Context: an optimization exercise on an open-source flow, tuned for small area, a short achievable clock period and few clock cycles. The choices shown serve that exercise and are no tape-out recipe. At most, simulation tests tie the RTL to the original design; equivalence was not proved. The RTL of run 7 was laid out without a check of its function. Power and IR drop assume default switching activity.

`config.mk`:
```
export PLATFORM = sky130hd
export DESIGN_NAME = dcache_port
export DESIGN_NICKNAME = dcache_port
export VERILOG_FILES = /design/flow/design.v
export SDC_FILE = /design/flow/constraint.sdc
export NUM_CORES = 4
export LEC_CHECK = 0
export CAP_MARGIN = 20
export CORE_MARGIN = 2
export CORE_UTILIZATION = 40
export SETUP_SLACK_MARGIN = 2.7
export SLEW_MARGIN = 20
```
`constraint.sdc`:
```
create_clock -name core_clock -period 6.5 [get_ports {clk}]
set_input_delay 1.3000 -clock core_clock [delete_from_list [all_inputs] [get_ports {clk}]]
set_output_delay 1.3000 -clock core_clock [all_outputs]
set_load 0.01 [all_outputs]
```
`design.v`:
```
`timescale 1ns/1ps
`default_nettype none
module dcache_port (
    input  logic        clk,
    input  logic        rstn,
    input  logic        req_valid,
    input  logic [63:0] req_address,
    input  logic [63:0] req_value,
    input  logic [1:0]  req_op,
    input  logic [1:0]  req_size,
    input  logic        req_unsigned,
    input  logic [3:0]  req_amo,
    output logic        req_ready,
    output logic        resp_valid,
    output logic [63:0] resp_value,
    output logic        ex_valid,
    output logic        ex_cause,
    output logic [63:0] ex_tval,
    output logic        ar_valid,
    output logic [63:0] ar_addr,
    input  logic        ar_ready,
    input  logic        r_valid,
    input  logic [63:0] r_data,
    output logic        aw_valid,
    output logic [63:0] aw_addr,
    input  logic        aw_ready,
    output logic        w_valid,
    output logic [63:0] w_data,
    output logic [7:0]  w_strb,
    input  logic        w_ready,
    input  logic        b_valid
);
    logic busy_q;    
    logic ex_q;      
    logic arp_q;     
    logic rw_q;      
    logic awp_q;     
    logic wp_q;      
    logic bw_q;      
    logic calc_q;    
    logic mm_q;      
    logic        ld_q;
    logic [63:0] addr_q;
    logic [63:0] val_q;     
    logic [63:0] old_q;     
    logic [1:0]  size_q;
    logic        uns_q;
    logic        sub_q, add_q, kp_q, kg_q, kv_q, sgn_q, max_q;   
    logic        cause_q;
    logic is_load, is_store, misal;
    assign is_load  = req_op == 2'd0;
    assign is_store = req_op == 2'd1;
    always_comb begin
        unique case (req_size)
            2'd0: misal = 1'b0;
            2'd1: misal = req_address[0];
            2'd2: misal = |req_address[1:0];
            default: misal = |req_address[2:0];
        endcase
    end
    logic rdone, done, acc, acc_rd, acc_st, amo_rd;
    assign rdone      = rw_q & r_valid;
    assign amo_rd     = rdone & ~ld_q;
    assign resp_valid = (rdone & ld_q) | (bw_q & b_valid);
    assign done       = resp_valid | ex_q;
    assign req_ready  = ~busy_q | done;
    assign acc        = req_valid & req_ready;
    assign acc_rd     = acc & ~misal & ~is_store;
    assign acc_st     = acc & ~misal & is_store;
    assign ex_valid = ex_q;
    assign ex_cause = cause_q;
    assign ex_tval  = addr_q;
    logic [63:0] addr_out;
    assign addr_out = (arp_q | awp_q) ? addr_q : req_address;
    assign ar_valid = arp_q | acc_rd;
    assign ar_addr  = addr_out;
    assign aw_valid = awp_q | acc_st;
    assign aw_addr  = addr_out;
    logic [2:0]  off;
    logic [7:0]  o1, sg;
    logic [3:0]  o2;
    logic [1:0]  o4;
    logic        f1, f2, f4;
    logic [7:0]  lb [8];
    logic [7:0]  b0, b1, b2, b3;
    logic        ext;
    logic [63:0] aligned;
    assign off = addr_q[2:0];
    always_comb begin
        logic [2:0] top;
        for (int k = 0; k < 8; k++) lb[k] = r_data[8*k +: 8];
        top = off | (size_q == 2'd0 ? 3'd0 : size_q == 2'd1 ? 3'd1 : 3'd3);
        for (int k = 0; k < 8; k++) begin
            o1[k] = off == 3'(k);
            sg[k] = top == 3'(k) && !uns_q && size_q != 2'd3;
        end
        for (int k = 0; k < 4; k++) o2[k] = off[2:1] == 2'(k);
        for (int k = 0; k < 2; k++) o4[k] = off[2] == 1'(k);
        f1 = size_q != 2'd0;
        f2 = size_q[1];
        f4 = size_q == 2'd3;
        b0 = '0; b1 = '0; b2 = '0; b3 = '0; ext = 1'b0;
        for (int k = 0; k < 8; k++) begin
            b0  |= lb[k] & {8{o1[k]}};
            ext |= lb[k][7] & sg[k];
        end
        for (int k = 0; k < 4; k++) b1 |= lb[2*k+1] & {8{o2[k]}};
        for (int k = 0; k < 2; k++) begin
            b2 |= lb[4*k+2] & {8{o4[k]}};
            b3 |= lb[4*k+3] & {8{o4[k]}};
        end
        aligned[7:0]   = b0;
        aligned[15:8]  = (b1 & {8{f1}}) | {8{ext & ~f1}};
        aligned[31:16] = ({b3, b2} & {16{f2}}) | {16{ext & ~f2}};
        aligned[63:32] = (r_data[63:32] & {32{f4}}) | {32{ext & ~f4}};
    end
    assign resp_value = ld_q ? aligned : old_q;
    logic [63:0] wsrc;
    logic [1:0]  wsize;
    logic [2:0]  woff;
    logic [7:0]  strb_base;
    assign wsrc  = ~wp_q ? req_value : mm_q ? old_q : val_q;
    assign wsize = wp_q ? size_q : req_size;
    assign woff  = wp_q ? addr_q[2:0] : req_address[2:0];
    always_comb begin
        unique case (wsize)
            2'd0: begin w_data = {8{wsrc[7:0]}};  strb_base = 8'h01; end
            2'd1: begin w_data = {4{wsrc[15:0]}}; strb_base = 8'h03; end
            2'd2: begin w_data = {2{wsrc[31:0]}}; strb_base = 8'h0f; end
            default: begin w_data = wsrc;         strb_base = 8'hff; end
        endcase
    end
    assign w_strb  = strb_base << woff;
    assign w_valid = wp_q | acc_st;
    logic        sub, word, lt_u, lt, take_old, is_add, c32, c64;
    logic [63:0] pg_p, pg_g, cy, lres, alu;
    assign sub  = sub_q;
    assign word = size_q == 2'd2;
    assign pg_p = old_q ^ val_q;
    assign pg_g = old_q & val_q;
    always_comb begin
        logic [63:0] gg, pp;
        gg = pg_g;
        pp = pg_p;
        gg[0] = pg_g[0] | (pg_p[0] & sub);
        for (int l = 1; l <= 6; l++)
            for (int j = (1 << l) - 1; j < 64; j += (1 << l)) begin
                gg[j] = gg[j] | (pp[j] & gg[j - (1 << (l - 1))]);
                pp[j] = pp[j] & pp[j - (1 << (l - 1))];
            end
        for (int l = 6; l > 0; l--)
            for (int j = (1 << l) + (1 << (l - 1)) - 1; j < 64; j += (1 << l)) begin
                gg[j] = gg[j] | (pp[j] & gg[j - (1 << (l - 1))]);
                pp[j] = pp[j] & pp[j - (1 << (l - 1))];
            end
        cy  = {gg[62:0], sub};
        c64 = gg[63];
    end
    assign c32  = cy[32];
    assign lt_u = word ? ~c32 : ~c64;
    always_comb begin
        logic so, sv;
        so = word ? old_q[31] : old_q[63];
        sv = word ? ~val_q[31] : ~val_q[63];
        lt = (sgn_q & (so ^ sv)) ? so : lt_u;
    end
    assign take_old = lt ^ max_q;
    assign is_add   = add_q;
    always_comb begin
        lres = (pg_p & {64{kp_q}}) | (pg_g & {64{kg_q}}) | (val_q & {64{kv_q}})
             | (~val_q & {64{sub_q}});
    end
    assign alu = is_add ? pg_p ^ cy : lres;
    logic acc_inv, d_add, d_kp, d_kg, d_sgn, d_max;
    assign acc_inv = req_op == 2'd2
                   & (req_amo[3] | (req_amo[2] & req_amo[0]) | (req_amo[2] & req_amo[1]));
    assign d_add   = req_amo == 4'd1;
    assign d_kp    = req_amo == 4'd2 || req_amo == 4'd4;
    assign d_kg    = req_amo == 4'd3 || req_amo == 4'd4;
    assign d_sgn   = req_amo == 4'd5 || req_amo == 4'd6;
    assign d_max   = req_amo == 4'd6 || req_amo == 4'd8;
    always_ff @(posedge clk or negedge rstn) begin
        if (!rstn) begin
            busy_q <= 1'b0;
            ex_q   <= 1'b0;
            arp_q  <= 1'b0;
            rw_q   <= 1'b0;
            awp_q  <= 1'b0;
            wp_q   <= 1'b0;
            bw_q   <= 1'b0;
            calc_q <= 1'b0;
            mm_q   <= 1'b0;
        end else begin
            busy_q <= acc | (busy_q & ~done);
            ex_q   <= acc & misal;
            arp_q  <= ar_valid & ~ar_ready;
            rw_q   <= acc_rd | (rw_q & ~r_valid);
            awp_q  <= (aw_valid & ~aw_ready) | amo_rd;
            wp_q   <= (w_valid & ~w_ready) | calc_q;
            bw_q   <= acc_st | amo_rd | (bw_q & ~b_valid);
            calc_q <= amo_rd;
            if (acc) mm_q <= 1'b0;
            else if (calc_q) mm_q <= sub & take_old;
        end
    end
    always_ff @(posedge clk) begin
        if (acc) begin
            ld_q    <= is_load;
            addr_q  <= req_address;
            size_q  <= req_size;
            uns_q   <= req_unsigned & is_load;
            sub_q   <= acc_inv;
            add_q   <= d_add;
            kp_q    <= d_kp;
            kg_q    <= d_kg;
            kv_q    <= ~(acc_inv | d_add | d_kp | d_kg);
            sgn_q   <= d_sgn;
            max_q   <= d_max;
            cause_q <= ~is_load;
        end
        if (acc) val_q <= req_value ^ {64{acc_inv}};
        else if (calc_q) val_q <= alu;
        if (amo_rd) old_q <= aligned;
    end
endmodule
`default_nettype wire
```
`flow/run.sh`:
```
#!/bin/bash
set -euo pipefail
bash standard.sh BUFFER_PORTS_ARGS="-buffer_cell sky130_fd_sc_hd__buf_1" finish > make_finish.log 2>&1
```
`standard.sh`:
```
#!/bin/bash
# synth_recipe.tcl (not shown) runs the flow's synth.tcl, then flattens the netlist and writes it again
# the make line also repeats each setting of config.mk as NAME=value (left out here)
make -C /OpenROAD-flow-scripts/flow DESIGN_CONFIG=/design/flow/config.mk WORK_HOME=/design/flow/orfs CLKGATE_MAP_FILE= SYNTH_SCRIPT=/design/flow/synth_recipe.tcl "${@:-finish}"
```
==> results of run 1 <==
cells by family (layout without fill, tap and decap cells):
family | count (synthesis) | count (layout) | synth area share (%)
AOI/OAI and AO/OA | 607 | 607 | 21.2
xor gates and xnor gates | 73 | 73 | 3.53
adders and majority gates | 97 | 97 | 8.06
buffers and inverters | 272 | 813 | 7.26
DFF | 213 | 213 | 35.0
muxes | 207 | 212 | 12.3
other | 0 | 9 | 0
and+or+nand+nor | 523 | 530 | 12.5
per-layer routing:
| metal | vias up | routed length, µm |
|---|---|---|
| li1 | 8420 | - |
| met1 | 9701 | 32600 |
| met2 | 1515 | 42700 |
| met3 | 368 | 10000 |
| met4 | 0 | 8260 |
| met5 | - | 0 |
placed cells by master (no fill, tap or decap), types with 35 or more instances in the layout:
cell type,n
inv_1,45
nand2_1,214
mux2_2,95
nor2_1,142
buf_6,78
buf_1,415
nand3_1,53
edfxtp_1,204
o21ai_0,117
a21oi_1,96
ha_1,63
o21ai_2,35
buf_4,91
buf_2,61
xor2_1,47
o21ai_1,42
mux2i_1,72
cells in the mapped netlist (4+ instances only):
master	count
nor2_1	158
a211o_1	4
ha_1	64
edfxtp_1	204
fa_1	33
buf_4	65
o211ai_1	32
nand2b_1	4
a21bo_2	4
nand3b_1	16
nand2_1	249
xor2_1	47
a211oi_1	8
o21ai_0	204
clkbuf_1	104
buf_1	17
buf_2	32
mux2i_1	92
a22oi_1	32
o2111a_1	15
xnor2_1	26
nand3_1	53
a31oi_1	43
a21o_1	21
a221oi_1	34
o21ai_1	4
o21a_1	4
mux2_2	113
o2111ai_1	31
dfrtp_1	9
o21bai_1	7
nand4_1	8
a21oi_1	141
inv_1	50
registers in the layout, summed over array words and instances, names as in the netlist, 2 cells and up:
signal	count
addr_q	64
size_q	2
val_q	64
old_q	64
how the worst max path moves through the flow:
stage | endpoint | cells past startpoint
6_report | resp_value[22] | 11
5_1_grt | resp_value[22] | 11
4_1_cts | resp_value[22] | 11
3_5_place_dp | resp_value[43] | 7
3_3_place_gp | w_data[49] | 6
2_1_floorplan | resp_value[26] | 7
power groups by stage:
stage | clock network, mW | logic (mW) | registers [mW]
after floorplan | 0 | 1.48 | 1.86
after global placement | 0 | 2.11 | 1.91
after detailed placement | 0 | 2.15 | 1.91
after CTS | 1.51 | 2.57 | 1.85
after global routing | 1.55 | 3.05 | 1.88
final | 1.50 | 2.89 | 1.86
final cells by class:
cell class,count,share of cell area (%)
sequential,213,25.6
inverter,52,0.863
antenna,9,0.0908
tap,592,2.99
clock inverter,18,0.535
multi-input combinational,1519,49.0
timing repair buffer,710,18.0
clock buffer,33,2.90
worst reg2reg max path, stage by stage, from the launching register on:
cell and delay (ps):
edfxtp_1 420, inv_2 70, fa_2 360, inv_2 70, fa_2 240, a21oi_4 70
o21ai_2 170, o21ai_2 120, o21ai_4 290, a21oi_4 100, buf_12 150, clkinv_8 50
nand4_1 70, a211o_1 350, a21oi_2 190, fa_1 400, o211ai_1 180, o21ai_1 100
timing repair:
item,4_1_cts,5_1_grt
hold endpoints to repair,0,0
gates cloned,21,2
gates resized for setup,365,319
setup endpoints to repair,256,182
pin swaps,33,56
setup buffers,86,43
==> metrics.md, run 1 <==
| Metric | Value |
|---|---|
| Worst Hold End | `rw_q` |
| Sequential Area | `between 6000 and 7000 µm²` |
| Worst r2r dst | `val_q[58]` |
| Cells after Synth | `1992` |
| Clk sink count | `213` |
| Largest net degree at the start of global routing | `88` |
| Final hold violations | `0` |
| VDD IR max | `between 0.2 and 0.25 mV` |
| Clock latency on the worst-skew pair | `between 500 and 600 ps` |
| Avg Cell Area, Syn | `9.10 µm²` |
| Nets | `around 2800` |
| First-pass GRT wire length | `~130 mm` |
| Met1 GRT Util | `a little under half` |
| CP Launch Point | `size_q[0]` |
| Outcome | `no timing/DRC/antenna violations` |
| Register area share after synthesis | `35.0%` |
| Worst path top cell family by delay | `multiplexers` |
| Max FO, Critical Path | `6` |
| Clock Power Share | `24.0%` |
| Most used routing layer | `met2` |
| Drt wl/cell | `29.7 µm` |
| RSZ-0062 raised after global routing | `true` |
| Hold WS | `530 ps` |
| Power per Cell Area | `~250 nW/µm²` |
| Critical path's largest stage delay | `540 ps` |
| Internal power | `3.71 mW` |
| R2R Setup Slk | `2800 ps` |
| Slew @ Worst Pin | `1090 ps` |
| Post-synth top area share | `between 30% and 40%` |
| Total Power | `~6.3 mW` |
| Initial antenna violation count | `13` |
| Max Fclk | `231 MHz` |
| Flops & latches, synth | `213` |
| Critical Path Sink Type | `output port` |
| Seq pwr share | `29.8%` |
| Global-route congestion overflow total | `0` |
| Data required, critical path | `around 5200 ps` |
| CTS clk-pin slew, worst paths | `approximately 60 ps` |
| Total GRT Usage | `between 30% and 40%` |
| CP max stage cell | `mux4_2` |
| Synth Warn # | `2` |
| Tcrit/Tclk final | `66.6%` |
| Final Setup Violations | `0` |
| Length in cells of the worst reg-to-reg path | `17` |
| Root Buffer | `clkbuf_16` |
| # IOs | `544` |
| # rows | `77` |
| Hold Startpoint | `rw_q` |
| Max Root-Sink Buffers | `3` |
| CTS tree | `built` |
| Via/cell ratio | `6.36` |
| CP Cell Sequence | `buf_12 > nor3_4 > mux4_2 > nand2_2 > a21oi_4 > nor2_4 > buf_6 > buf_12 > a21oi_2 > mux2_4 > buf_6` |
| Layout cells sized above 1 | `27.5%` |
| Slew headroom | `27.3%` |
| Leakage | `9.21 nW` |
| Die height | `roughly 220 µm` |
| Area grow syn2layout | `36.8%` |
| P_sw | `2.54 mW` |
| DRC viols | `0` |
| Gate power share | `46.3%` |
| Worst Setup Start Kind | `register` |
| Worst Slack Setup Final | `approximately 2200 ps` |
| Syn_nets | `2298` |
| Switch share | `40.7%` |
| GR Util met3 | `~6.3%` |
| Setup tns final | `0 ps` |
| Post-synth EDFFs | `204` |
| Area leader, netlist | `edfxtp_1` |
| Die area | `roughly 47000 µm²` |
| Slew Viols, Final | `0` |
| Final Instance Area | `24800 µm²` |
| Mapped Area | `18100 µm²` |
| Number of global-route vias before repair | `18400` |
| Pre-CTS WS | `1820 ps` |
| Layout Cells excl Fill | `3146` |
| Total wire length | `93.6 mm` |
| Fillers | `3970` |
| Cells on Worst Hold Path | `1` |
| Synth unique cells | `77` |
| Core ar. | `44500 µm²` |
| Met2 usage | `60.7%` |
| Worst R2R Start | `sub_q` |
| Initial core utilization | `between 40% and 50%` |
| Async set-reset flop share out of synthesis | `between 4 and 5%` |
| Multi-input logic area | `12200 µm²` |
| Via Count | `between 20000 and 25000` |
| Initial DRC count | `2452` |
| Post-route ant nets | `0` |
| Critical path buffers and inverters | `4` |
| CP Class | `register to output port` |
| Worst EP arrival | `~3000 ps` |
| Hold Buf Count CTS | `0` |
| Gpl congestion | `1.01` |
| Post-placement cell area | `20100 µm²` |
| Dpl cells | `around 3000` |
| H-tree levels | `1` |
| Port bufs | `543` |
| DR pass1 iterations | `9` |
| Main flop type after synthesis | `edfxtp_1` |
| Max Cap Viol | `0` |
| Final Core Density | `55.7%` |
| Synth top area cells | `edfxtp_1 34%, mux2_2 7.0%, o21ai_0 5.6%` |
| Num CTS Buffers | `28` |
| Final HPWL DP | `63.8 mm` |
| Final Skew | `29.4 ps` |
| HP Class | `register to register` |
| Crit path time final | `4330 ps` |
| Horiz. Die Dim | `217 µm` |
Testbench counts, summed over its fixed seeds: cycles 15,767.
==> run 2, diff against run 1 <==
--- a/config.mk
+++ b/config.mk
@@ -8,5 +8,5 @@
 export CAP_MARGIN = 20
 export CORE_MARGIN = 2
 export CORE_UTILIZATION = 40
-export SETUP_SLACK_MARGIN = 2.7
+export SETUP_SLACK_MARGIN = 1.0
 export SLEW_MARGIN = 20
==> metrics.md, run 2 <==
| Metric | Value |
|---|---|
| Outcome | `no timing/DRC/antenna violations` |
| Flops & latches, synth | `roughly 210` |
| Register area share after synthesis | `35.0%` |
| Drt wl/cell | `27.2 µm` |
| Synth Warn # | `2` |
| Commonest cells in the netlist | `249 x nand2_1, 204 x edfxtp_1, 204 x o21ai_0, 158 x nor2_1, 141 x a21oi_1` |
| CP Launch Point | `wp_q` |
| Mapped Area | `about 18000 µm²` |
| Fillers | `between 4000 and 5000` |
| Initial core utilization | `roughly 40%` |
| Tcrit/Tclk final | `78.2%` |
| Core ar. | `44500 µm²` |
| First-pass GRT wire length | `116 mm` |
| Final HPWL DP | `61.8 mm` |
| Critical Path Sink Type | `output port` |
| Critical Path End | `w_data[45]` |
| Post-route ant nets | `0` |
| GR Util met3 | `4.67%` |
| Setup tns final | `0 ps` |
| H-tree levels | `1` |
| Post-placement cell area | `between 20000 and 25000 µm²` |
| Synth unique cells | `77` |
| Main flop type after synthesis | `edfxtp_1` |
| Worst Slack Setup Final | `~1400 ps` |
| Cells after Synth | `~2000` |
| Worst Setup Start Kind | `register` |
| Cells on Worst Hold Path | `1` |
| DR pass1 iterations | `7` |
| Slew Viols, Final | `0` |
| Largest net degree at the start of global routing | `103` |
| Area leader, netlist | `edfxtp_1` |
| HP Class | `register to register` |
| Via Count | `around 18000` |
| CTS tree | `built` |
| Max Cap Viol | `0` |
| Met1 GRT Util | `43.2%` |
| Number of global-route vias before repair | `~17000` |
| Worst r2r dst | `val_q[47]` |
| RSZ-0062 raised after global routing | `false` |
| Regs by FF count | `addr_q (64), old_q (64), val_q (64)` |
| Length in cells of the worst reg-to-reg path | `17` |
| Most used routing layer | `met2` |
| DRC viols | `0` |
| Slew headroom | `25.7%` |
| Final Setup Violations | `0` |
| Nets | `2680` |
| Data required, critical path | `approximately 5200 ps` |
| Top-count cell post-synth | `nand2_1` |
| R2R Setup Slk | `1950 ps` |
| Max FO, Critical Path | `64` |
| Final Skew | `15.6 ps` |
| Num CTS Buffers | `28` |
| Worst R2R Start | `sub_q` |
| Clock latency on the worst-skew pair | `between 500 and 600 ps` |
| Post-synth top area share | `33.8%` |
| Pre-CTS WS | `1560 ps` |
| Post_cts resized | `0` |
| Syn_nets | `2298` |
| Crit path time final | `5090 ps` |
| Die area | `47000 µm²` |
| Total GRT Usage | `33.4%` |
| Initial antenna violation count | `12` |
| Synth top area cells | `edfxtp_1 34%, mux2_2 7.0%, o21ai_0 5.6%` |
| Root Buffer | `clkbuf_16` |
| CP Class | `register to output port` |
| # IOs | `roughly 540` |
| CTS clk-pin slew, worst paths | `60 ps` |
| Worst EP arrival | `3790 ps` |
| Max Root-Sink Buffers | `3` |
| Most frequent cells in the layout | `543 x buf_1, 248 x nand2_1, 204 x edfxtp_1` |
| Post-synth EDFFs | `204` |
| Most common cell after layout, fill and taps aside | `buf_1` |
| Max Fclk | `197 MHz` |
| VDD IR max | `0.186 mV` |
| Post-CTS Repair Setup Buffers | `0` |
| Final Instance Area | `21100 µm²` |
| Die height | `217 µm` |
| Async set-reset flop share out of synthesis | `between 4 and 5%` |
| Leakage | `7.48 nW` |
| Port bufs | `roughly 540` |
| Power per Cell Area | `between 200 and 300 nW/µm²` |
| Slew @ Worst Pin | `approximately 1100 ps` |
| Area grow syn2layout | `16.3%` |
| Via/cell ratio | `6.06` |
| # rows | `77` |
| Gpl congestion | `0.989` |
| Final hold violations | `0` |
| Met2 usage | `53.6%` |
| Initial DRC count | `2197` |
| Global-route congestion overflow total | `0` |
| Horiz. Die Dim | `217 µm` |
| Avg Cell Area, Syn | `9.10 µm²` |
| Clk sink count | `213` |
| Layout cells sized above 1 | `9.56%` |
| Total wire length | `81.6 mm` |
| Hold Buf Count CTS | `0` |
## run 2: layout make-up
type | count | area (µm²) | share of cell area [%]
diodes | 9 | 22.5 | 0.107
clock buffers | 29 | 704 | 3.34
clock inverters | 23 | 265 | 1.26
inverters | 52 | 200 | 0.950
multi-input cells | 1507 | 10500 | 49.9
flip-flops and latches | 213 | 6360 | 30.2
well taps | 592 | 741 | 3.51
repair buffers | 572 | 2260 | 10.7
## run 2: power by group
part | switching [mW] | leakage (nW) | internal (mW) | total [mW]
sequential | 0.166 | 1.98 | 1.73 | 1.89
clock | 0.675 | 0.462 | 0.989 | 1.66
combinational | 1.41 | 5.04 | 0.765 | 2.18
## run 2: worst max-delay path: stages, from the launching register on
cell     delay (ps)
dfrtp_4         740
buf_4           640
nor2_1          110
a21oi_1         750
nand2_1          80
o21ai_0         220
nor2_1          120
a21oi_1         300
buf_1           200
## run 2: cell families (layout without fill, tap and decap cells)
group / after synthesis / count (layout) / synth area share, %
AOI/OAI and AO/OA: 607 / 607 / 21.2
xor gates and xnor gates: 73 / 73 / 3.53
adders and majority gates: 97 / 97 / 8.06
buffers and inverters: 272 / 676 / 7.26
DFF: 213 / 213 / 35.0
muxes: 207 / 207 / 12.3
other: 0 / 9 / 0
and+or+nand+nor: 523 / 523 / 12.5
## run 2: through the flow
step	cells	hold slack (ps)	util, %	total power, mW
global route	2997	525	47.4	6.00
global placement	2935	477	45.1	4.02
CTS	2987	498	47.3	5.72
detailed placement	2935	485	45.1	4.05
finish	2997	497	47.4	5.73
floorplan	1992	463	-	3.34
## run 2: layer usage
metal / wire [µm] / vias up
met5: 13 / -
met4: 5370 / 2
met3: 7260 / 212
met2: 37300 / 1161
met1: 31700 / 8686
li1: - / 8103
## run 2: worst min-delay path by stage
stage | startpoint | to | slack (ps)
3_3_place_gp | bw_q | bw_q | 480
6_report | bw_q | bw_q | 500
2_1_floorplan | bw_q | bw_q | 460
5_1_grt | bw_q | bw_q | 530
4_1_cts | bw_q | bw_q | 500
3_5_place_dp | bw_q | bw_q | 490
==> run 3, diff against run 2 <==
--- a/config.mk
+++ b/config.mk
@@ -8,5 +8,5 @@
 export CAP_MARGIN = 20
 export CORE_MARGIN = 2
 export CORE_UTILIZATION = 40
-export SETUP_SLACK_MARGIN = 1.0
+export SETUP_SLACK_MARGIN = 2.3
 export SLEW_MARGIN = 20
==> metrics.md, run 3 <==
| Metric | Value |
|---|---|
| Post-route ant nets | `0` |
| Fillers | `about 4300` |
| Worst path top cell family by delay | `multiplexers` |
| Critical path buffers and inverters | `4` |
| Regs by FF count | `addr_q (64), old_q (64), val_q (64)` |
| Gpl congestion | `0.972` |
| Worst Hold End | `bw_q` |
| Drt wl/cell | `roughly 29 µm` |
| VDD IR max | `0.195 mV` |
| Via/cell ratio | `6.21` |
| Max Fclk | `around 230 MHz` |
| Clk sink count | `approximately 210` |
| Final Instance Area | `22300 µm²` |
| Layout Cells excl Fill | `3032` |
| # IOs | `544` |
| Flops & latches, synth | `213` |
| Final Skew | `between 15 and 20 ps` |
| Total GRT Usage | `a little over a third` |
| Cells after Synth | `roughly 2000` |
| Max Root-Sink Buffers | `3` |
| Top-count cell post-synth | `nand2_1` |
| Clock latency on the worst-skew pair | `just under 600 ps` |
| CP max stage cell | `mux4_2` |
| Most common cell after layout, fill and taps aside | `buf_1` |
| Setup tns final | `0 ps` |
| Hold Startpoint | `bw_q` |
| DRC viols | `0` |
| Slew Viols, Final | `0` |
| Critical Path Sink Type | `output port` |
| DR pass1 iterations | `6` |
| Leakage | `8.03 nW` |
| Worst r2r dst | `val_q[25]` |
| Num CTS Buffers | `27` |
| Number of global-route vias before repair | `17300` |
| Synth top area cells | `edfxtp_1 34%, mux2_2 7.0%, o21ai_0 5.6%` |
| Synth unique cells | `just under 80` |
| Synth Warn # | `2` |
| Initial antenna violation count | `9` |
| Die area | `47000 µm²` |
| Tcrit/Tclk final | `66.5%` |
| Port bufs | `543` |
| Most frequent cells in the layout | `494 x buf_1, 241 x nand2_1, 204 x edfxtp_1` |
| Final Core Density | `between 50% and 60%` |
| Worst EP arrival | `3020 ps` |
| Max FO, Critical Path | `8` |
| H-tree levels | `1` |
| Final HPWL DP | `61.8 mm` |
| HP Class | `register to register` |
| Worst R2R Start | `val_q[0]` |
| Async set-reset flop share out of synthesis | `4.23%` |
| Length in cells of the worst reg-to-reg path | `16` |
| Sequential Area | `6360 µm²` |
| CP Class | `primary input to output port` |
| Die height | `217 µm` |
| Total wire length | `86.5 mm` |
| Syn_nets | `~2300` |
| Initial DRC count | `roughly 2100` |
| Outcome | `no timing/DRC/antenna violations` |
| Horiz. Die Dim | `217 µm` |
| Post-placement cell area | `20100 µm²` |
| Power per Cell Area | `261 nW/µm²` |
| Cells on Worst Hold Path | `1` |
| Crit path time final | `4320 ps` |
| CP Launch Point | `r_data[39]` |
| CP Cell Sequence | `buf_6 > buf_6 > mux4_2 > nand2_2 > a21oi_4 > nor2_4 > buf_12 > a31oi_2 > mux2_4 > buf_6` |
| Hold Buf Count CTS | `0` |
| Avg Cell Area, Syn | `9.10 µm²` |
| Initial core utilization | `40.7%` |
| Mapped Area | `18100 µm²` |
| CTS tree | `built` |
| Slew headroom | `22.3%` |
| Worst Setup Start Kind | `primary input` |
| Register area share after synthesis | `35.0%` |
| Core ar. | `44500 µm²` |
| Root Buffer | `clkbuf_16` |
| Via Count | `18800` |
| Post-synth EDFFs | `204` |
| Slew @ Worst Pin | `1150 ps` |
| Dpl cells | `2942` |
| Nets | `approximately 2700` |
| Largest net degree at the start of global routing | `123` |
| Commonest cells in the netlist | `249 x nand2_1, 204 x edfxtp_1, 204 x o21ai_0, 158 x nor2_1, 141 x a21oi_1` |
| Main flop type after synthesis | `edfxtp_1` |
| Max Cap Viol | `0` |
| First-pass GRT wire length | `121 mm` |
| Final hold violations | `0` |
| Data required, critical path | `5200 ps` |
| Multi-input logic area | `11200 µm²` |
| Critical path's largest stage delay | `480 ps` |
| R2R Setup Slk | `2570 ps` |
| CTS clk-pin slew, worst paths | `60 ps` |
| RSZ-0062 raised after global routing | `true` |
| Area grow syn2layout | `23.2%` |
| Layout cells sized above 1 | `15.8%` |
| Final Setup Violations | `0` |
| Global-route congestion overflow total | `0` |
| # rows | `77` |
| Cell seen most often among critical-path stages | `buf_6` |
| Area leader, netlist | `edfxtp_1` |
| Post-synth top area share | `33.8%` |
## run 3: through the flow
stage | setup slack [ps] | hold slack (ps) | power [mW]
2_1_floorplan | 2560 | 463 | 3.33
3_3_place_gp | 1450 | 476 | 4.05
3_5_place_dp | 1500 | 485 | 4.07
4_1_cts | 2110 | 496 | 5.70
5_1_grt | 2140 | 521 | 6.06
6_report | 2180 | 500 | 5.82
## run 3: worst max path at each step
stage / cells past startpoint / endpoint / slack [ps]
after floorplan: 18 / val_q[47] / 2560
after global placement: 8 / w_data[43] / 1450
after detailed placement: 8 / w_data[43] / 1500
after CTS: 6 / resp_value[52] / 2110
after global routing: 6 / w_data[33] / 2140
final: 10 / resp_value[25] / 2180
## run 3: what timing repair did
| item | in CTS | in global routing |
|---|---|---|
| gates resized for setup | 116 | 136 |
| gates cloned | 4 | 2 |
| pin swaps | 3 | 8 |
| buffers inserted | 22 | 9 |
| setup endpoints to repair | 141 | 101 |
## run 3: kinds of logic (layout without fill, tap and decap cells)
logic type      count (synthesis)  in the layout  share of synthesized area (%)
fa+ha+maj                      97             97                           8.06
xor+xnor                       73             73                           3.53
flops                         213            213                           35.0
mux                           207            207                           12.3
compound gates                607            607                           21.2
other cells                     0              4                              0
buf+inv                       272            711                           7.26
simple gates                  523            528                           12.5
## run 3: cell type report
cell class / count / area share [%]
Antenna cell: 4 / 0.0448
Sequential cell: 213 / 28.5
Timing Repair Buffer: 610 / 13.3
Multi-Input combinational cell: 1512 / 50.2
Tap cell: 592 / 3.32
Clock buffer: 29 / 3.06
Clock inverter: 20 / 0.700
Inverter: 52 / 0.896
## run 3: report_power, final
group	switching (mW)	total (mW)	leakage, nW	internal (mW)
sequential	0.144	1.87	1.98	1.73
clock	0.666	1.50	0.409	0.837
combinational	1.56	2.45	5.65	0.897
total	2.36	5.82	8.03	3.46
## run 3: layer usage
metal | wire (µm) | part of all wire (%) | GRT usage [%]
met1 | 31500 | 36 | 42.4
met5 | 8 | 0.0092 | 0
met2 | 40500 | 47 | 58.8
met3 | 7790 | 9.0 | 5.44
met4 | 6770 | 7.8 | 21.4
==> run 4, diff against run 3 <==
--- a/config.mk
+++ b/config.mk
@@ -8,5 +8,5 @@
 export CAP_MARGIN = 20
 export CORE_MARGIN = 2
 export CORE_UTILIZATION = 40
-export SETUP_SLACK_MARGIN = 2.3
+export SETUP_SLACK_MARGIN = 1.5
 export SLEW_MARGIN = 20
==> metrics.md, run 4 <==
| Metric | Value |
|---|---|
| Outcome | `no timing/DRC/antenna violations` |
| Data required, critical path | `about 5200 ps` |
| Layout Cells excl Fill | `2999` |
| Die height | `~220 µm` |
| Total wire length | `81.9 mm` |
| Met1 GRT Util | `43.1%` |
| Fillers | `between 4000 and 5000` |
| Gpl congestion | `0.989` |
| # rows | `77` |
| Die area | `47000 µm²` |
| Largest family of logic cells by synthesized area | `compound AO/OA/AOI/OAI gates` |
| Power per Cell Area | `272 nW/µm²` |
| Largest net degree at the start of global routing | `just over 100` |
| CTS clk-pin slew, worst paths | `roughly 60 ps` |
| Crit path time final | `4880 ps` |
| Nets | `2680` |
| Via/cell ratio | `6.10` |
| Worst R2R Start | `sub_q` |
| CP Launch Point | `wp_q` |
| Port bufs | `543` |
| Global-route congestion overflow total | `0` |
| CTS tree | `built` |
| Most used routing layer | `met2` |
| Initial antenna violation count | `12` |
| HP Class | `register to register` |
| Leakage | `between 7 and 8 nW` |
| Critical Path End | `w_data[41]` |
| Setup tns final | `0 ps` |
| Mapped Area | `18100 µm²` |
| Slew @ Worst Pin | `1130 ps` |
| Dpl cells | `slightly below 3000` |
| Pre-CTS WS | `1560 ps` |
| Post-synth top area share | `roughly a third` |
| Clock latency on the worst-skew pair | `roughly 570 ps` |
| Tcrit/Tclk final | `between 70% and 80%` |
| Final Skew | `16.7 ps` |
| Area share of fa/ha/maj cells after synthesis | `8.06%` |
| Number of global-route vias before repair | `17100` |
| H-tree levels | `1` |
| Core ar. | `44500 µm²` |
| DRC viols | `0` |
| Root Buffer | `clkbuf_16` |
| Synth unique cells | `a little under 80` |
| Max Cap Viol | `0` |
| Post-placement cell area | `approximately 20000 µm²` |
| Final Core Density | `47.4%` |
| Regs by FF count | `addr_q (64), old_q (64), val_q (64)` |
| Post-route ant nets | `0` |
| XOR/XNOR Fraction of Synth Area | `3.53%` |
| VDD IR max | `approximately 0.19 mV` |
| CP Class | `register to output port` |
| Max Root-Sink Buffers | `3` |
| Most frequent cells in the layout | `543 x buf_1, 248 x nand2_1, 204 x edfxtp_1` |
| Drt wl/cell | `27.3 µm` |
| Final Instance Area | `21100 µm²` |
| Area leader, netlist | `edfxtp_1` |
| Worst Setup Start Kind | `register` |
| Length in cells of the worst reg-to-reg path | `16` |
| Slew headroom | `24.6%` |
| Hold Buf Count CTS | `0` |
| Max FO, Critical Path | `64` |
| Compound-Gate Fraction of Synth Area | `21.2%` |
| Initial core utilization | `just over 40%` |
| Via Count | `18300` |
| Slew Viols, Final | `0` |
| Horiz. Die Dim | `roughly 220 µm` |
| Clk sink count | `213` |
| Avg Cell Area, Syn | `between 9 and 10 µm²` |
| Main flop type after synthesis | `edfxtp_1` |
| Final Setup Violations | `0` |
| Synth top area cells | `edfxtp_1 34%, mux2_2 7.0%, o21ai_0 5.6%` |
| Most common cell after layout, fill and taps aside | `buf_1` |
| R2R Setup Slk | `1970 ps` |
| Num CTS Buffers | `28` |
| Area grow syn2layout | `16.4%` |
| DR pass1 iterations | `7` |
| Synth Warn # | `2` |
| Layout cells sized above 1 | `9.60%` |
| Worst r2r dst | `val_q[25]` |
| Top-count cell post-synth | `nand2_1` |
| Total GRT Usage | `33.5%` |
| Final HPWL DP | `61.8 mm` |
| Critical Path Sink Type | `output port` |
| GR Util met3 | `4.82%` |
| Post-synth EDFFs | `~200` |
| Simple-gate share of the synthesized area | `12.5%` |
| First-pass GRT wire length | `roughly 120 mm` |
| RSZ-0062 raised after global routing | `false` |
| Flops & latches, synth | `213` |
| Worst EP arrival | `3580 ps` |
| Initial DRC count | `2223` |
| Async set-reset flop share out of synthesis | `4.23%` |
| Register area share after synthesis | `35.0%` |
| Final hold violations | `0` |
| Commonest cells in the netlist | `249 x nand2_1, 204 x edfxtp_1, 204 x o21ai_0, 158 x nor2_1, 141 x a21oi_1` |
| Worst Slack Setup Final | `1620 ps` |
| Cells after Synth | `between 1500 and 2000` |
| # IOs | `544` |
| Mux share of post-synthesis cell area | `12.3%` |
| Syn_nets | `2298` |
| Met2 usage | `53.8%` |
| Max Fclk | `205 MHz` |
run 4: cell counts after synthesis:
No cell type changed its count.
run 4: timing repair:
action	CTS	global route
gates resized for setup	1	2
buffers inserted	1	0
endpoints found under the setup margin	23	6
run 4: layout make-up:
class | instances | area (µm²) | area share, %
inverters | 52 | 200 | 0.949
well taps | 592 | 741 | 3.51
clock inverters | 23 | 265 | 1.26
clock buffers | 29 | 704 | 3.34
flip-flops and latches | 213 | 6360 | 30.1
diodes | 11 | 27.5 | 0.131
multi-input cells | 1507 | 10500 | 49.9
repair buffers | 572 | 2260 | 10.7
run 4: per-stage QoR:
step | power [mW] | hold WS, ps
global placement | 4.02 | 477
CTS | 5.72 | 498
finish | 5.74 | 498
global route | 6.00 | 525
detailed placement | 4.05 | 485
floorplan | 3.34 | 463
run 4: critical path, stage by stage, from the launching register on:
cell and delay, ps:
dfrtp_4 750, buf_6 470, nor2_1 100, a21oi_1 670
nand2_1 90, o21ai_0 240, nor2_1 100, a21oi_1 320
buf_1 200
run 4: worst min path at each step:
stage | end | startpoint | cells after the start
finish | bw_q | bw_q | 1
CTS | bw_q | bw_q | 1
floorplan | bw_q | bw_q | 1
global route | bw_q | bw_q | 1
detailed placement | bw_q | bw_q | 1
global placement | bw_q | bw_q | 1
run 4: logic make-up after synthesis:
kind of cell,count (synthesis)
AOI/OAI and AO/OA,607
xor gates and xnor gates,73
adders and majority gates,97
buffers and inverters,272
DFF,213
muxes,207
and+or+nand+nor,523
run 4: where the power goes:
part | internal (mW) | switching (mW)
sequential | 1.73 | 0.168
combinational | 0.765 | 1.41
clock | 0.989 | 0.677
total | 3.48 | 2.26
run 4: layer usage:
layer,share of wire (%),wire length [µm]
met1,39,31800
met2,46,37900
met3,8.7,7160
met4,6.2,5090
met5,0.016,13
==> run 5, diff against run 4 <==
--- a/config.mk
+++ b/config.mk
@@ -7,6 +7,6 @@
 export LEC_CHECK = 0
 export CAP_MARGIN = 20
 export CORE_MARGIN = 2
-export CORE_UTILIZATION = 40
+export CORE_UTILIZATION = 65
 export SETUP_SLACK_MARGIN = 1.5
 export SLEW_MARGIN = 20
==> metrics.md, run 5 <==
| Metric | Value |
|---|---|
| Port bufs | `543` |
| Post-route ant nets | `0` |
| Total GRT Usage | `53.6%` |
| Core ar. | `between 20000 and 30000 µm²` |
| Max Fclk | `198 MHz` |
| Area grow syn2layout | `14.1%` |
| Worst Setup Start Kind | `register` |
| Worst EP arrival | `3740 ps` |
| Async set-reset flop share out of synthesis | `approximately 4.2%` |
| Post-synth top area share | `about a third` |
| Met2 usage | `71.4%` |
| Number of global-route vias before repair | `17200` |
| CP max stage cell | `dfrtp_4` |
| Mapped Area | `18100 µm²` |
| Layout cells sized above 1 | `about a tenth` |
| Synth top area cells | `edfxtp_1 34%, mux2_2 7.0%, o21ai_0 5.6%` |
| Synth unique cells | `77` |
| First-pass GRT wire length | `around 110 mm` |
| Hold Buf Count CTS | `0` |
| DR pass1 iterations | `8` |
| Gpl congestion | `1.06` |
| DRC viols | `0` |
| Die height | `between 150 and 200 µm` |
| Crit path time final | `5040 ps` |
| Final Instance Area | `~21000 µm²` |
| Max Root-Sink Buffers | `3` |
| Main flop type after synthesis | `edfxtp_1` |
| Die area | `29200 µm²` |
| # IOs | `between 500 and 600` |
| Top-count cell post-synth | `nand2_1` |
| Syn_nets | `between 2000 and 2500` |
| RSZ-0062 raised after global routing | `true` |
| Final HPWL DP | `60.2 mm` |
| Slew Viols, Final | `0` |
| Initial antenna violation count | `16` |
| Nets | `between 2000 and 3000` |
| Clock latency on the worst-skew pair | `550 ps` |
| Via Count | `19400` |
| Tcrit/Tclk final | `77.6%` |
| Regs by FF count | `addr_q (64), old_q (64), val_q (64)` |
| HP Class | `register to register` |
| Most frequent cells in the layout | `543 x buf_1, 248 x nand2_1, 204 x edfxtp_1` |
| CTS clk-pin slew, worst paths | `60 ps` |
| CP Cell Sequence | `buf_4 > o21ai_0 > o21ai_0 > nor2_1 > a21oi_1 > buf_1` |
| H-tree levels | `1` |
| Largest net degree at the start of global routing | `88` |
| Setup tns final | `0 ps` |
| Initial core utilization | `65.6%` |
| Cell seen most often among critical-path stages | `o21ai_0` |
| Power per Cell Area | `272 nW/µm²` |
| Most common cell after layout, fill and taps aside | `buf_1` |
| # rows | `between 60 and 70` |
| Drt wl/cell | `29.2 µm` |
| Register area share after synthesis | `35.0%` |
| Synth Warn # | `2` |
| Data required, critical path | `approximately 5200 ps` |
| Slew headroom | `approximately 18%` |
| Final Skew | `between 20 and 30 ps` |
| Clk sink count | `213` |
| Max Cap Viol | `0` |
| Leakage | `7.41 nW` |
| Commonest cells in the netlist | `249 x nand2_1, 204 x edfxtp_1, 204 x o21ai_0, 158 x nor2_1, 141 x a21oi_1` |
| Critical path's largest stage delay | `910 ps` |
| Root Buffer | `clkbuf_16` |
| Slew @ Worst Pin | `1220 ps` |
| Met1 GRT Util | `68.7%` |
| Critical Path Sink Type | `output port` |
| Horiz. Die Dim | `171 µm` |
| Fillers | `roughly 2100` |
| VDD IR max | `0.226 mV` |
| Area leader, netlist | `edfxtp_1` |
| Most used routing layer | `met2` |
| Post-synth EDFFs | `204` |
| Cells after Synth | `1992` |
| Total wire length | `slightly above 80 mm` |
| Final Setup Violations | `0` |
| Avg Cell Area, Syn | `9.10 µm²` |
| Global-route congestion overflow total | `0` |
| Via/cell ratio | `7.00` |
| Initial DRC count | `3458` |
| CP Class | `register to output port` |
| Num CTS Buffers | `25` |
| Post-placement cell area | `19800 µm²` |
| Final hold violations | `0` |
| CTS tree | `built` |
| Max FO, Critical Path | `between 60 and 70` |
| GR Util met3 | `26.7%` |
| Flops & latches, synth | `213` |
| Outcome | `no timing/DRC/antenna violations` |
==> run 5: cell count changes in the layout (fill, tap and decap cells not counted), sizes merged <==
cell / previous run / this run
buf: 572 / 574
bufinv: 5 / 3
clkbuf: 29 / 27
clkinv: 14 / 10
clkinvlp: 4 / 1
diode: 11 / 13
==> run 5: cells by family (layout without fill, tap and decap cells) <==
| kind of cell | after synthesis | in the layout | share of synthesized area, % |
|---|---|---|---|
| xor gates and xnor gates | 73 | 73 | 3.53 |
| adders and majority gates | 97 | 97 | 8.06 |
| and+or+nand+nor | 523 | 523 | 12.5 |
| muxes | 207 | 207 | 12.3 |
| DFF | 213 | 213 | 35.0 |
| other | 0 | 13 | 0 |
| buffers and inverters | 272 | 667 | 7.26 |
| AOI/OAI and AO/OA | 607 | 607 | 21.2 |
==> run 5: report_power, final <==
| group | internal [mW] | total, mW | switching [mW] |
|---|---|---|---|
| clock network | 0.816 | 1.44 | 0.622 |
| logic | 0.775 | 2.29 | 1.51 |
| registers | 1.73 | 1.90 | 0.174 |
| total | 3.32 | 5.63 | 2.31 |
==> run 5: cell type report <==
type / count / area [µm²] / share of cell area [%]
inverter: 52 / 200 / 0.968
timing repair buffer: 574 / 2300 / 11.1
clock inverter: 14 / 148 / 0.714
clock buffer: 27 / 633 / 3.06
multi-input combinational: 1507 / 10500 / 51.0
tap: 378 / 473 / 2.29
sequential: 213 / 6360 / 30.7
antenna: 13 / 32.5 / 0.157
==> run 5: path summary, 6_finish.rpt <==
check | startpoint | to | slack [ps] | depth (start not counted)
setup / recovery | wp_q | w_data[49] | 1460 | 6
hold / removal | bw_q | bw_q | 500 | 1
setup reg to reg | sub_q | val_q[55] | 2220 | 17
hold reg to reg | bw_q | bw_q | 500 | 1
max in group asynchronous | rstn | mm_q | 5360 | 1
min in group asynchronous | rstn | ex_q | 720 | 1
==> run 5: per-stage QoR <==
stage                     utilization (%)  setup WS [ps]  power (mW)  std cells  hold WS (ps)
after floorplan                         -           1680        3.34       1992           463
after global placement               71.7           1570        4.02       2722           476
after detailed placement             71.7           1530        4.07       2722           487
after CTS                            74.6           1520        5.47       2764           501
after global routing                 74.8           1500        5.77       2773           513
final                                74.9           1460        5.63       2778           504
==> run 5: critical path, delay by kind of cell (launching register included) <==
family	cells	cell delay (ps)
flip-flops	1	910
AO/OA/AOI/OAI	3	1420
buffers and inverters	2	740
AND/OR/NAND/NOR	1	110
==> run 5: layer usage <==
metal	part of all wire [%]	vias to the layer above
met2	39	1957
met1	34	9012
met4	7.7	16
met5	0.32	-
li1	-	8069
met3	18	390
==> run 5: timing repair <==
| item | CTS | global route |
|---|---|---|
| buffers inserted | 1 | 0 |
| endpoints found under the hold margin | 0 | 0 |
| resized for setup | 1 | 3 |
| setup endpoints to repair | 3 | 7 |
==> run 6, diff against run 5 <==
--- a/config.mk
+++ b/config.mk
@@ -7,6 +7,6 @@
 export LEC_CHECK = 0
 export CAP_MARGIN = 20
 export CORE_MARGIN = 2
-export CORE_UTILIZATION = 65
-export SETUP_SLACK_MARGIN = 1.5
+export CORE_UTILIZATION = 40
+export SETUP_SLACK_MARGIN = 2.0
 export SLEW_MARGIN = 20
==> metrics.md, run 6 <==
| Metric | Value |
|---|---|
| Critical path's largest stage delay | `690 ps` |
| Commonest cells in the netlist | `249 x nand2_1, 204 x edfxtp_1, 204 x o21ai_0, 158 x nor2_1, 141 x a21oi_1` |
| Gpl congestion | `approximately 0.99` |
| RSZ-0062 raised after global routing | `false` |
| Cells after Synth | `1992` |
| Worst EP arrival | `3140 ps` |
| Initial core utilization | `40.7%` |
| Fillers | `4428` |
| Die height | `around 220 µm` |
| Post-placement cell area | `20100 µm²` |
| Final Core Density | `48.0%` |
| Crit path time final | `4440 ps` |
| Worst path top cell family by delay | `compound AO/OA/AOI/OAI gates` |
| Nets | `2699` |
| DRC viols | `0` |
| Area leader, netlist | `edfxtp_1` |
| Clk sink count | `~210` |
| Via/cell ratio | `slightly above 6` |
| Syn_nets | `2298` |
| Global-route congestion overflow total | `0` |
| Async set-reset flop share out of synthesis | `4.23%` |
| Total wire length | `85.7 mm` |
| Final HPWL DP | `63.5 mm` |
| Synth unique cells | `77` |
| CP max stage cell | `dfrtp_4` |
| Total GRT Usage | `between 30% and 40%` |
| Core ar. | `44500 µm²` |
| Final Skew | `20.7 ps` |
| Initial antenna violation count | `9` |
| Avg Cell Area, Syn | `9.10 µm²` |
| Main flop type after synthesis | `edfxtp_1` |
| Hold WS | `around 500 ps` |
| Initial DRC count | `1923` |
| Final Setup Violations | `0` |
| Layout cells sized above 1 | `10.8%` |
| Tcrit/Tclk final | `68.3%` |
| Worst Setup Start Kind | `register` |
| Post-synth top area share | `33.8%` |
| DR pass1 iterations | `7` |
| Worst Slack Setup Final | `2060 ps` |
| Synth Warn # | `2` |
| Top-count cell post-synth | `nand2_1` |
| Post-route ant nets | `0` |
| Setup tns final | `0 ps` |
| # rows | `77` |
| Outcome | `no timing/DRC/antenna violations` |
| Slew @ Worst Pin | `1140 ps` |
| Layout Cells excl Fill | `3009` |
| Total Power | `5.80 mW` |
| VDD IR max | `0.208 mV` |
| Register area share after synthesis | `35.0%` |
| Stages on worst setup path | `7` |
| Slew headroom | `24.1%` |
| Max Cap Viol | `0` |
| Most frequent cells in the layout | `539 x buf_1, 247 x nand2_1, 204 x edfxtp_1` |
| Cells on Worst Hold Path | `1` |
| Multi-input logic area | `between 10000 and 15000 µm²` |
| HP Class | `register to register` |
| Pre-CTS WS | `1530 ps` |
| Slew Viols, Final | `0` |
| Critical Path Sink Type | `output port` |
| Num CTS Buffers | `27` |
| # IOs | `544` |
| H-tree levels | `1` |
| Max Fclk | `between 200 and 250 MHz` |
| Max Root-Sink Buffers | `3` |
| Via Count | `18400` |
| Horiz. Die Dim | `217 µm` |
| Number of global-route vias before repair | `17500` |
| Dpl cells | `2939` |
| CTS clk-pin slew, worst paths | `60 ps` |
| Synth top area cells | `edfxtp_1 34%, mux2_2 7.0%, o21ai_0 5.6%` |
| Power per Cell Area | `272 nW/µm²` |
| Sequential Area | `6360 µm²` |
| Length in cells of the worst reg-to-reg path | `17` |
| Final hold violations | `0` |
| Critical path buffers and inverters | `2` |
| Clock latency on the worst-skew pair | `~570 ps` |
| Post-synth EDFFs | `204` |
| Largest net degree at the start of global routing | `92` |
| Leakage | `roughly 7.6 nW` |
| Max FO, Critical Path | `49` |
| Drt wl/cell | `around 28 µm` |
| First-pass GRT wire length | `approximately 120 mm` |
| Final Instance Area | `21400 µm²` |
| Most common cell after layout, fill and taps aside | `buf_1` |
| Regs by FF count | `addr_q (64), old_q (64), val_q (64)` |
| Port bufs | `~540` |
| Die area | `47000 µm²` |
| CP Class | `register to output port` |
| Data required, critical path | `5200 ps` |
| Flops & latches, synth | `213` |
| Area grow syn2layout | `17.8%` |
| Cell seen most often among critical-path stages | `o21ai_0` |
| Root Buffer | `clkbuf_16` |
| CTS tree | `built` |
| Mapped Area | `~18000 µm²` |
| CP Cell Sequence | `buf_6 > mux2_2 > nand2_1 > a21oi_1 > o21ai_0 > o21ai_0 > buf_1` |
## run 6: cell counts after synthesis
Identical to the previous run, type by type.
## run 6: routing by layer
| metal | global-route usage (%) | wire, µm | vias to the layer above |
|---|---|---|---|
| li1 | - | - | 8123 |
| met1 | 43.0 | 31600 | 8869 |
| met4 | 24.1 | 6810 | 0 |
| met3 | 5.41 | 7330 | 247 |
| met2 | 57.3 | 39900 | 1159 |
| met5 | 0 | 0 | - |
## run 6: worst paths after layout
check / from / endpoint / slack [ps]
worst max-delay path: wp_q / w_strb[4] / 2060
worst min-delay path: bw_q / bw_q / 500
worst max register to register: old_q[0] / val_q[47] / 2390
worst min register to register: bw_q / bw_q / 500
max in group asynchronous: rstn / wp_q / 5260
min in group asynchronous: rstn / busy_q / 750
## run 6: final cells by class
| cell class | count | area share (%) |
|---|---|---|
| diodes | 8 | 0.0938 |
| clock buffers | 34 | 3.43 |
| clock inverters | 11 | 0.979 |
| inverters | 52 | 0.938 |
| multi-input cells | 1507 | 49.6 |
| flip-flops and latches | 213 | 29.8 |
| well taps | 592 | 3.47 |
| repair buffers | 592 | 11.7 |
## run 6: cell families after synthesis
group | after synthesis | synth area share, %
buffers and inverters | 272 | 7.26
muxes | 207 | 12.3
and+or+nand+nor | 523 | 12.5
DFF | 213 | 35.0
AOI/OAI and AO/OA | 607 | 21.2
xor gates and xnor gates | 73 | 3.53
adders and majority gates | 97 | 8.06
## run 6: timing repair
item | in CTS | in global routing
endpoints found under the setup margin | 115 | 41
resized for setup | 16 | 10
hold buffers | 0 | 0
buffers inserted | 7 | 10
pin swaps | 1 | 0
## run 6: power breakdown
| part | switching [mW] | internal [mW] |
|---|---|---|
| Sequential | 0.153 | 1.73 |
| Combinational | 1.47 | 0.794 |
| Clock | 0.632 | 1.02 |
| Total | 2.26 | 3.55 |
==> run 7, diff against run 6 <==
--- a/design.v
+++ b/design.v
@@ -43,8 +43,9 @@
     logic [63:0] addr_q;
     logic [63:0] val_q;     
     logic [63:0] old_q;     
-    logic [1:0]  size_q;
-    logic        uns_q;
+    logic [7:0]  o1_q;                   
+    logic        f1_q, f2_q, f4_q;       
+    logic        sx_q;                   
     logic        sub_q, add_q, kp_q, kg_q, kv_q, sgn_q, max_q;   
     logic        cause_q;
     logic is_load, is_store, misal;
@@ -76,43 +77,33 @@
     assign ar_addr  = addr_out;
     assign aw_valid = awp_q | acc_st;
     assign aw_addr  = addr_out;
-    logic [2:0]  off;
-    logic [7:0]  o1, sg;
-    logic [3:0]  o2;
-    logic [1:0]  o4;
-    logic        f1, f2, f4;
     logic [7:0]  lb [8];
+    logic [7:0]  sg;
     logic [7:0]  b0, b1, b2, b3;
     logic        ext;
     logic [63:0] aligned;
-    assign off = addr_q[2:0];
-    always_comb begin
-        logic [2:0] top;
+    always_comb begin
         for (int k = 0; k < 8; k++) lb[k] = r_data[8*k +: 8];
-        top = off | (size_q == 2'd0 ? 3'd0 : size_q == 2'd1 ? 3'd1 : 3'd3);
         for (int k = 0; k < 8; k++) begin
-            o1[k] = off == 3'(k);
-            sg[k] = top == 3'(k) && !uns_q && size_q != 2'd3;
-        end
-        for (int k = 0; k < 4; k++) o2[k] = off[2:1] == 2'(k);
-        for (int k = 0; k < 2; k++) o4[k] = off[2] == 1'(k);
-        f1 = size_q != 2'd0;
-        f2 = size_q[1];
-        f4 = size_q == 2'd3;
+            sg[k] = o1_q[k] & ~f1_q;
+            if (k % 2 == 1) sg[k] = sg[k] | (o1_q[k-1] & f1_q & ~f2_q);
+            if (k % 4 == 3) sg[k] = sg[k] | (o1_q[k-3] & f2_q & ~f4_q);
+            sg[k] = sg[k] & sx_q;
+        end
         b0 = '0; b1 = '0; b2 = '0; b3 = '0; ext = 1'b0;
         for (int k = 0; k < 8; k++) begin
-            b0  |= lb[k] & {8{o1[k]}};
+            b0  |= lb[k] & {8{o1_q[k]}};
             ext |= lb[k][7] & sg[k];
         end
-        for (int k = 0; k < 4; k++) b1 |= lb[2*k+1] & {8{o2[k]}};
+        for (int k = 0; k < 4; k++) b1 |= lb[2*k+1] & {8{o1_q[2*k]}};
         for (int k = 0; k < 2; k++) begin
-            b2 |= lb[4*k+2] & {8{o4[k]}};
-            b3 |= lb[4*k+3] & {8{o4[k]}};
+            b2 |= lb[4*k+2] & {8{o1_q[4*k]}};
+            b3 |= lb[4*k+3] & {8{o1_q[4*k]}};
         end
         aligned[7:0]   = b0;
-        aligned[15:8]  = (b1 & {8{f1}}) | {8{ext & ~f1}};
-        aligned[31:16] = ({b3, b2} & {16{f2}}) | {16{ext & ~f2}};
-        aligned[63:32] = (r_data[63:32] & {32{f4}}) | {32{ext & ~f4}};
+        aligned[15:8]  = (b1 & {8{f1_q}}) | {8{ext & ~f1_q}};
+        aligned[31:16] = ({b3, b2} & {16{f2_q}}) | {16{ext & ~f2_q}};
+        aligned[63:32] = (r_data[63:32] & {32{f4_q}}) | {32{ext & ~f4_q}};
     end
     assign resp_value = ld_q ? aligned : old_q;
     logic [63:0] wsrc;
@@ -120,7 +111,7 @@
     logic [2:0]  woff;
     logic [7:0]  strb_base;
     assign wsrc  = ~wp_q ? req_value : mm_q ? old_q : val_q;
-    assign wsize = wp_q ? size_q : req_size;
+    assign wsize = wp_q ? {f2_q, (f1_q & ~f2_q) | f4_q} : req_size;
     assign woff  = wp_q ? addr_q[2:0] : req_address[2:0];
     always_comb begin
         unique case (wsize)
@@ -135,7 +126,7 @@
     logic        sub, word, lt_u, lt, take_old, is_add, c32, c64;
     logic [63:0] pg_p, pg_g, cy, lres, alu;
     assign sub  = sub_q;
-    assign word = size_q == 2'd2;
+    assign word = f2_q & ~f4_q;
     assign pg_p = old_q ^ val_q;
     assign pg_g = old_q & val_q;
     always_comb begin
@@ -207,8 +198,11 @@
         if (acc) begin
             ld_q    <= is_load;
             addr_q  <= req_address;
-            size_q  <= req_size;
-            uns_q   <= req_unsigned & is_load;
+            o1_q    <= 8'd1 << req_address[2:0];
+            f1_q    <= req_size != 2'd0;
+            f2_q    <= req_size[1];
+            f4_q    <= req_size == 2'd3;
+            sx_q    <= ~(req_unsigned & is_load);
             sub_q   <= acc_inv;
             add_q   <= d_add;
             kp_q    <= d_kp;
--- a/config.mk
+++ b/config.mk
@@ -8,5 +8,5 @@
 export CAP_MARGIN = 20
 export CORE_MARGIN = 2
 export CORE_UTILIZATION = 40
-export SETUP_SLACK_MARGIN = 2.0
+export SETUP_SLACK_MARGIN = 1.5
 export SLEW_MARGIN = 20
==> metrics.md, run 7 <==
| Metric | Value |
|---|---|
| Regs by FF count | `addr_q (64), old_q (64), val_q (64)` |
| Slew @ Worst Pin | `1130 ps` |
| Avg Cell Area, Syn | `between 9 and 10 µm²` |
| Final Setup Violations | `0` |
| Data required, critical path | `between 5000 and 6000 ps` |
| Cell seen most often among critical-path stages | `buf_1` |
| Most frequent cells in the layout | `543 x buf_1, 213 x edfxtp_1, 198 x nand2_1` |
| CP Launch Point | `req_size[1]` |
| Flops & latches, synth | `222` |
| Worst R2R Start | `sub_q` |
| CP max stage cell | `nor2_1` |
| Post-route ant nets | `0` |
| Port bufs | `roughly 540` |
| Layout cells sized above 1 | `10.9%` |
| Critical Path End | `w_data[15]` |
| Largest net degree at the start of global routing | `139` |
| Die area | `47900 µm²` |
| Via/cell ratio | `just over 6` |
| Total wire length | `84.5 mm` |
| Number of global-route vias before repair | `around 17000` |
| Area leader, netlist | `edfxtp_1` |
| Slew headroom | `24.4%` |
| Via Count | `18300` |
| Syn_nets | `2236` |
| Critical Path Sink Type | `output port` |
| Gpl congestion | `0.955` |
| R2R Setup Slk | `1900 ps` |
| Post-synth EDFFs | `213` |
| Worst Setup Start Kind | `primary input` |
| Max FO, Critical Path | `21` |
| Post-synth top area share | `34.6%` |
| CP Class | `primary input to output port` |
| Top-count cell post-synth | `edfxtp_1` |
| Tcrit/Tclk final | `74.8%` |
| Max Fclk | `between 200 and 250 MHz` |
| DRC viols | `0` |
| Synth Warn # | `2` |
| Sequential Area | `6630 µm²` |
| Mapped Area | `18500 µm²` |
| Final Instance Area | `21500 µm²` |
| Initial core utilization | `40.6%` |
| Power per Cell Area | `272 nW/µm²` |
| Async set-reset flop share out of synthesis | `4.05%` |
| # IOs | `544` |
| CTS tree | `built` |
| First-pass GRT wire length | `approximately 120 mm` |
| Core ar. | `45500 µm²` |
| Clk sink count | `222` |
| Synth top area cells | `edfxtp_1 35%, mux2_2 7.9%, o21ai_0 4.9%` |
| Hold WS | `498 ps` |
| Horiz. Die Dim | `roughly 220 µm` |
| Critical path buffers and inverters | `3` |
| Fillers | `4508` |
| Stages on worst setup path | `7` |
| Initial antenna violation count | `11` |
| # rows | `between 70 and 80` |
| Total GRT Usage | `around a third` |
| Final Skew | `25.4 ps` |
| Die height | `roughly 220 µm` |
| Slew Viols, Final | `0` |
| Register area share after synthesis | `35.8%` |
| Global-route congestion overflow total | `0` |
| H-tree levels | `1` |
| Root Buffer | `clkbuf_16` |
| Crit path time final | `4860 ps` |
| Synth unique cells | `74` |
| Critical path's largest stage delay | `between 700 and 800 ps` |
| Max Cap Viol | `0` |
| Num CTS Buffers | `28` |
| Final hold violations | `0` |
| Most common cell after layout, fill and taps aside | `buf_1` |
| Setup tns final | `0 ps` |
| CTS clk-pin slew, worst paths | `60 ps` |
| Cells after Synth | `a little under 2000` |
| Worst EP arrival | `3560 ps` |
| Worst r2r dst | `val_q[47]` |
| CP Cell Sequence | `buf_1 > mux2_2 > nor2_1 > buf_4 > nand2_1 > o21ai_0 > buf_1` |
| Commonest cells in the netlist | `213 x edfxtp_1, 198 x nand2_1, 180 x o21ai_0, 129 x mux2_2` |
| Initial DRC count | `1877` |
| Nets | `2632` |
| Final HPWL DP | `about 63 mm` |
| Drt wl/cell | `approximately 29 µm` |
| Total Power | `5.85 mW` |
| Max Root-Sink Buffers | `3` |
| Leakage | `7.62 nW` |
| Length in cells of the worst reg-to-reg path | `16` |
| Worst path top cell family by delay | `simple AND/OR/NAND/NOR gates` |
| Cells on Worst Hold Path | `1` |
| RSZ-0062 raised after global routing | `false` |
| Outcome | `no timing/DRC/antenna violations` |
| Area grow syn2layout | `16.4%` |
| Post-placement cell area | `between 20000 and 25000 µm²` |
| DR pass1 iterations | `7` |
| Final Core Density | `47.3%` |
| Multi-input logic area | `10600 µm²` |
| Clock latency on the worst-skew pair | `around 580 ps` |
| Main flop type after synthesis | `edfxtp_1` |
| VDD IR max | `0.181 mV` |
| HP Class | `register to register` |
[run 7: cell count changes in the layout (fill, tap and decap cells not counted), sizes merged, moves of 35 or more]
cell / change
a21o: +44
a22oi: +53
a31oi: -35
nand2: -51
nand3: -36
nor2: -38
[run 7: logic make-up after synthesis]
| group | count (synthesis) | share of synthesized area, % |
|---|---|---|
| compound gates | 654 | 23.8 |
| xor+xnor | 73 | 3.46 |
| fa+ha+maj | 97 | 7.91 |
| buf+inv | 258 | 6.92 |
| flops | 222 | 35.8 |
| mux | 200 | 11.7 |
| simple gates | 426 | 10.4 |
[run 7: worst register-to-register path: cells and delay by family (launching register included)]
kind                     cells  cell delay, ps
adder cells (fa/ha/maj)      3            1070
AND/OR/NAND/NOR              2             470
buffers and inverters        3             390
AO/OA/AOI/OAI                8            1710
flip-flops                   1             680
[run 7: stage by stage]
step | setup slack [ps] | std cells
after floorplan | 1620 | 1930
after global placement | 1640 | 2893
after detailed placement | 1560 | 2893
after CTS | 1600 | 2947
after global routing | 1590 | 2955
final | 1640 | 2957
[run 7: worst min path at each step]
stage,startpoint,slack (ps),endpoint
2_1_floorplan,bw_q,460,bw_q
3_3_place_gp,bw_q,480,bw_q
3_5_place_dp,bw_q,490,bw_q
4_1_cts,bw_q,500,bw_q
5_1_grt,bw_q,520,bw_q
6_report,bw_q,500,bw_q
[run 7: what timing repair did]
action / in CTS / in global routing
setup buffers: 3 / 0
resized for setup: 0 / 2
gates cloned: 0 / 0
endpoints found under the setup margin: 3 / 2
hold buffers: 0 / 0
pin swaps: 0 / 0
[run 7: layer usage]
metal,track usage (%),vias up,routed length (µm)
met5,0,-,0
met4,21.0,0,5770
met3,4.78,204,7010
met2,56.0,1137,40300
met1,41.6,8902,31400
li1,-,8020,-
[run 7: final cells by class]
cell class | instances | share of cell area [%]
clock inverters | 18 | 1.13
flip-flops and latches | 222 | 30.8
inverters | 49 | 0.867
diodes | 10 | 0.116
multi-input cells | 1450 | 49.4
repair buffers | 575 | 10.7
clock buffers | 33 | 3.45
well taps | 600 | 3.49
[run 7: where the power goes]
part           switching (mW)  leakage (nW)  internal (mW)
Clock                   0.672         0.482           1.05
Combinational            1.38          5.08          0.777
Sequential              0.187          2.05           1.79
Total                    2.24          7.62           3.62

re-timing with driven ports:
In the flow no input, the clock included, has a driving cell. The finished layouts below were timed again as built, in two steps. Step 1 assumes that a clkbuf_16 drives the clock port and a buf_2 every other input. Step 2 times the ports against the registers' clock, not the clock port: input delays grow and output delays shrink by t, the midpoint of the rising clock arrivals with the driver on. Slacks: no drivers / after step 1 / after step 2; pairs: no drivers / after step 1.
| run | t (ns) | setup WS [ns] | latest minus earliest clock arrival (ns) | pins driven straight from the clock port |
|---|---|---|---|---|
| run 1 | 0.636 | 2.172 / 2.089 / 2.089 | 0.029 / 0.030 | 1 |
| run 2 | 0.621 | 1.414 / 1.358 / 1.483 | 0.016 / 0.015 | 1 |
| run 3 | 0.627 | 2.180 / 2.124 / 2.125 | 0.017 / 0.017 | 1 |
| run 4 | 0.623 | 1.625 / 1.568 / 1.666 | 0.016 / 0.017 | 1 |
| run 5 | 0.597 | 1.459 / 1.402 / 1.452 | 0.028 / 0.027 | 1 |
| run 6 | 0.618 | 2.059 / 1.996 / 2.029 | 0.023 / 0.022 | 1 |
| run 7 | 0.625 | 1.639 / 1.578 / 1.598 | 0.025 / 0.025 | 1 |
After both steps setup and hold are still met in every run listed. For run 1, which loses most, drivers alone change the setup slack by -0.083 ns; drivers and shift together by -0.083 ns.
